This is an optimization exercise on Yosys and OpenROAD, whose aim is small area and few clock cycles, not a production implementation.
Function was checked by simulation only, so behaviour that the tests miss may differ from the original.
Power is estimated from default activity; no workload was simulated.

Setup of run 1:
## ignition_power_supervisor
module ignition_power_supervisor #(
  parameter int IGNITION_GAP_RESET_MS = 1000,
  parameter int TIME_BITS             = 32
) (
  input  logic                             clk,
  input  logic                             rst,
  input  logic                             s_tvalid,
  output logic                             s_tready,
  input  logic [ips_pkg::IN_TDATA_W-1:0]   s_tdata,    
  input  logic [ips_pkg::IN_TUSER_W-1:0]   s_tuser,    
  output logic                             m_tvalid,
  input  logic                             m_tready,
  output logic [ips_pkg::OUT_TDATA_W-1:0]  m_tdata,    
  input  logic                             cfg_valid,
  output logic                             cfg_ready,
  input  ips_pkg::cfg_idx_t                cfg_index,
  input  ips_pkg::cfg_word_t               cfg_data
);
  logic [ips_pkg::NUM_CFG-1:0][ips_pkg::CFG_W-1:0] ncfg;
  ips_pkg::ips_item_t   in_item;
  ips_pkg::ips_result_t res;
  logic        out_valid;
  logic        accept;
  assign cfg_ready = 1'b1;
  logic [ips_pkg::CFG_W-1:0] cfg_d0, cfg_d1;
  assign cfg_d0 = ~cfg_data & {ips_pkg::CFG_W{!rst}};
  assign cfg_d1 = ~cfg_data | {ips_pkg::CFG_W{rst}};
  for (genvar i = 0; i < NUM_CFG; i++) begin : g_cfg
    logic                      cfg_we;
    logic [ips_pkg::CFG_W-1:0] cfg_rv;
    assign cfg_we = rst || (cfg_valid && cfg_index == i);
    assign cfg_rv = CFG_RESET[i*CFG_W +: CFG_W];
    always_ff @(posedge clk) begin
      if (cfg_we) begin
  ...
For scale: about 1100 cells after synthesis, about 300 flip-flops, roughly 85 I/O pins, roughly 14000 sq um of cells after synthesis.
export LEC_CHECK = 0
export ABC_AREA = 1
export CAP_MARGIN = 20
export CORE_MARGIN = 2
export CORE_UTILIZATION = 65
export SLEW_MARGIN = 20
create_clock -name core_clock -period 15.0 [get_ports {clk}]
standard.sh (not shown) runs the stock make flow with config.mk's settings and CLKGATE_MAP_FILE= SYNTH_SCRIPT=/design/flow/synth_recipe.tcl, a recipe that flattens the netlist after the stock synthesis.
==> flow/flow/run.sh <==
#!/bin/bash
# The standard layout (standard.sh) with three changes:
#  - synthesis maps the logic with flow/abc_area.script (an area-recovering
#    ABC mapping) in place of ORFS's area script; everything else in the
#    synthesis, registers included, is synth_recipe.tcl unchanged;
#  - the port buffers use the smallest buffer cell (repair_design still
#    upsizes any that need it);
#  - clock tree synthesis clusters the flip-flops under clkbuf_8 leaf
#    buffers without dummy balancing loads.
# Each tool logs to orfs/logs as usual; make's output goes to flow_make.log.
set -euo pipefail
HERE=$(pwd)
cat > "$HERE/synth_wrap.tcl" <<EOT
proc abc {args} {
  set i [lsearch \$args -script]
  if { \$i >= 0 } { lset args [expr {\$i + 1}] $HERE/flow/abc_area.script }
  yosys abc {*}\$args
}
source $HERE/synth_recipe.tcl
EOT
sed "s#SYNTH_SCRIPT=[^ ]*#SYNTH_SCRIPT=$HERE/synth_wrap.tcl#" standard.sh > standard_wrap.sh
grep -q "SYNTH_SCRIPT=$HERE/synth_wrap.tcl" standard_wrap.sh
export BUFFER_PORTS_ARGS="-buffer_cell sky130_fd_sc_hd__buf_1"
export CTS_ARGS="-sink_clustering_enable -repair_clock_nets -dont_use_dummy_load -sink_clustering_size 16 -sink_clustering_max_diameter 60 -buf_list sky130_fd_sc_hd__clkbuf_8"
bash standard_wrap.sh > flow_make.log 2>&1
==> flow/flow/abc_area.script <==
strash
dch
map -a
topo
Testbench counts of run 1, summed over its fixed seeds: cycles 36,016.
Input changes introduced in run 2 (baseline for comparison: run 1):
# run 1
export LEC_CHECK = 0
export ABC_AREA = 1
export CAP_MARGIN = 20
export CORE_MARGIN = 2
export CORE_UTILIZATION = 65
export SLEW_MARGIN = 20
create_clock -name core_clock -period 15.0 [get_ports {clk}]
# run 2
export LEC_CHECK = 0
export ABC_AREA = 1
export CAP_MARGIN = 20
export CORE_MARGIN = 2
export CORE_UTILIZATION = 50
export SLEW_MARGIN = 20
create_clock -name core_clock -period 15.0 [get_ports {clk}]
==> flow/flow/run.sh <==
#!/bin/bash
# Standard layout with two changes: the port buffers use the smallest
# buffer cell (repair_design still upsizes any that need it), and clock tree
# synthesis clusters the flip-flops into larger groups under clkbuf_8
# without dummy balancing loads. Each tool's output is logged under orfs/logs;
# the make run's output goes to flow_make.log here.
set -euo pipefail
export BUFFER_PORTS_ARGS="-buffer_cell sky130_fd_sc_hd__buf_1"
export CTS_ARGS="-sink_clustering_enable -repair_clock_nets -dont_use_dummy_load -sink_clustering_size 10 -sink_clustering_max_diameter 50 -buf_list sky130_fd_sc_hd__clkbuf_4"
bash standard.sh > flow_make.log 2>&1
removed: flow/flow/abc_area.script
[summary]
Having completed the whole flow, run 2 delivered a layout that passed the timing, design-rule and antenna checks.
Run 1 finished end to end and its layout was clean on timing, DRC and antenna.
Between run 1 and run 2, total chip power increased.
Run 2 vs. run 1: fraction of power spent switching nets went up by 2.3 points.
Run 2 reports its main combinational cell family by area after synthesis as simple AND/OR/NAND/NOR gates while run 1 reports adder cells.
Run 2 against run 1; power density over the cells is down slightly.
For run 3, these inputs were changed with respect to run 2:
# run 2
export LEC_CHECK = 0
export ABC_AREA = 1
export CAP_MARGIN = 20
export CORE_MARGIN = 2
export CORE_UTILIZATION = 50
export SLEW_MARGIN = 20
create_clock -name core_clock -period 15.0 [get_ports {clk}]
# run 3
export LEC_CHECK = 0
export ABC_AREA = 1
export CAP_MARGIN = 20
export CORE_MARGIN = 2
export CORE_UTILIZATION = 78
export SLEW_MARGIN = 20
create_clock -name core_clock -period 15.0 [get_ports {clk}]
==> notes.md <==
Having completed the whole flow, run 3 delivered a layout that passed the timing, design-rule and antenna checks.
Run 3 has less setup slack than run 2.
Higher portion of total power attributed to combinational logic was reported by run 3, not run 2.
Summary — clock transition time at the flip-flop clock pins of the worst setup and hold paths, run 3 relative to run 2: higher, by 0.05 ns.
Part of the cycle the worst path needs in run 3 is 0.70 points higher than in run 2
Of run 3 and run 2, it is run 3 that has the higher required time at the worst-slack endpoint.
The fraction of area in non-clock buffers of run 3 and that of run 2 are within noise of each other.
The worst-case hold slack of run 3 is higher than that of run 2.
The higher total detailed-routing wirelength came out of run 3.
Taking run 2 as the reference, in run 3 clock-buffer cell count has decreased, total via count in the routed design has increased.
[inputs] run 4 vs run 3
# run 3
export LEC_CHECK = 0
export ABC_AREA = 1
export CAP_MARGIN = 20
export CORE_MARGIN = 2
export CORE_UTILIZATION = 78
export SLEW_MARGIN = 20
create_clock -name core_clock -period 15.0 [get_ports {clk}]
# run 4
export LEC_CHECK = 0
export ABC_AREA = 1
export CAP_MARGIN = 20
export CORE_MARGIN = 2
export CORE_UTILIZATION = 65
export SLEW_MARGIN = 20
create_clock -name core_clock -period 15.0 [get_ports {clk}]
diff --git a/flow/flow/run.sh b/flow/flow/run.sh
--- a/flow/flow/run.sh
+++ b/flow/flow/run.sh
@@ -7,4 +7,4 @@
 set -euo pipefail
 export BUFFER_PORTS_ARGS="-buffer_cell sky130_fd_sc_hd__buf_1"
-export CTS_ARGS="-sink_clustering_enable -repair_clock_nets -dont_use_dummy_load -sink_clustering_size 10 -sink_clustering_max_diameter 50 -buf_list sky130_fd_sc_hd__clkbuf_4"
+export CTS_ARGS="-sink_clustering_enable -repair_clock_nets -dont_use_dummy_load -sink_clustering_size 30 -sink_clustering_max_diameter 80 -buf_list sky130_fd_sc_hd__clkbuf_16"
 bash standard.sh > flow_make.log 2>&1
==> notes.md <==
Worst hold margin | run 4 below run 3. Run 4 vs run 3: total length of routed wires down by a little under 10%. Share of total power in combinational logic in run 4 is 1.4 points below run 3.
The following lists how run 5 was set up differently from run 4:
# run 4
export LEC_CHECK = 0
export ABC_AREA = 1
export CAP_MARGIN = 20
export CORE_MARGIN = 2
export CORE_UTILIZATION = 65
export SLEW_MARGIN = 20
create_clock -name core_clock -period 15.0 [get_ports {clk}]
# run 5
export LEC_CHECK = 0
export ABC_AREA = 1
export CAP_MARGIN = 20
export CORE_MARGIN = 2
export CORE_UTILIZATION = 65
export CTS_BUF_LIST = sky130_fd_sc_hd__clkbuf_8
export CTS_CLUSTER_DIAMETER = 60
export CTS_CLUSTER_SIZE = 16
export SLEW_MARGIN = 20
create_clock -name core_clock -period 15.0 [get_ports {clk}]
==> flow/run.sh (new file) <==
#!/bin/bash
# synth_recipe.tcl (not shown) runs the flow's synth.tcl, then flattens the netlist and writes it again
# the make line also repeats each setting of config.mk as NAME=value (left out here)
make -C /OpenROAD-flow-scripts/flow DESIGN_CONFIG=/design/flow/config.mk WORK_HOME=/design/flow/orfs CLKGATE_MAP_FILE= SYNTH_SCRIPT=/design/flow/synth_recipe.tcl finish
removed: flow/flow/run.sh
removed: flow/standard.sh
Findings:
For run 5 and run 4, there was not a single run that failed to finish clean.
Relative to run 4, fmax has increased by 0.87% in run 5.
Of the two candidates, run 4 has the better worst max-slew margin expressed relative to the limit and run 5 the worse one.
NOTE detailed-routed wire length on met3 run 4->run 5 decreased by a few percent
Compared run 5 vs run 4, and worst hold slack across all endpoints is up in run 5.
Comparing run 5 and run 4, the higher switching part of the total was measured on run 5.
Going from run 4 to run 5, placer's final routability congestion estimate shrinks by about 2.3%.
Slew at the pin closest to its max-slew limit for run 5: 0.13 ns up relative to run 4
Cmp run 5 vs run 4: met3 layer usage reported by global route lower in run 5
When run 5 is measured against run 4, its total power turns out about 4.3% higher.
Compared to run 4, run 5 has final period utilization 0.84 points lower.
Cmp run 5 and run 4 / total number of vias / higher: run 5

-- re-timing with driven ports --
In the flow no input, the clock included, has a driving cell. The finished layouts below were timed again as built, in two steps.
Step 1: set_driving_cell puts a clkbuf_16 on clk and a buf_2 on each other input, an assumption about the parent block.
Step 2 times the ports against the registers' clock, not the clock port: input delays grow and output delays shrink by t, the midpoint of the rising clock arrivals with the driver on.
Slacks: ideal / step 1 / step 2; pairs: ideal / step 1.
run | t (ns) | setup WS [ns] | pins driven straight from the clock port
run 1 | 0.589 | 0.449 / 0.464 / -0.125 | 1
run 2 | 0.665 | 0.546 / 0.566 / -0.099 | 1
run 3 | 0.656 | 0.442 / 0.449 / -0.207 | 1
run 4 | 0.538 | 0.440 / 0.467 / -0.072 | 1
run 5 | 0.621 | 0.566 / 0.586 / -0.034 | 1
Met with ideal ports but missed after step 2: setup timing in every run listed. For run 3, which loses most, drivers alone change the setup slack by +0.007 ns; drivers and shift together by -0.649 ns.
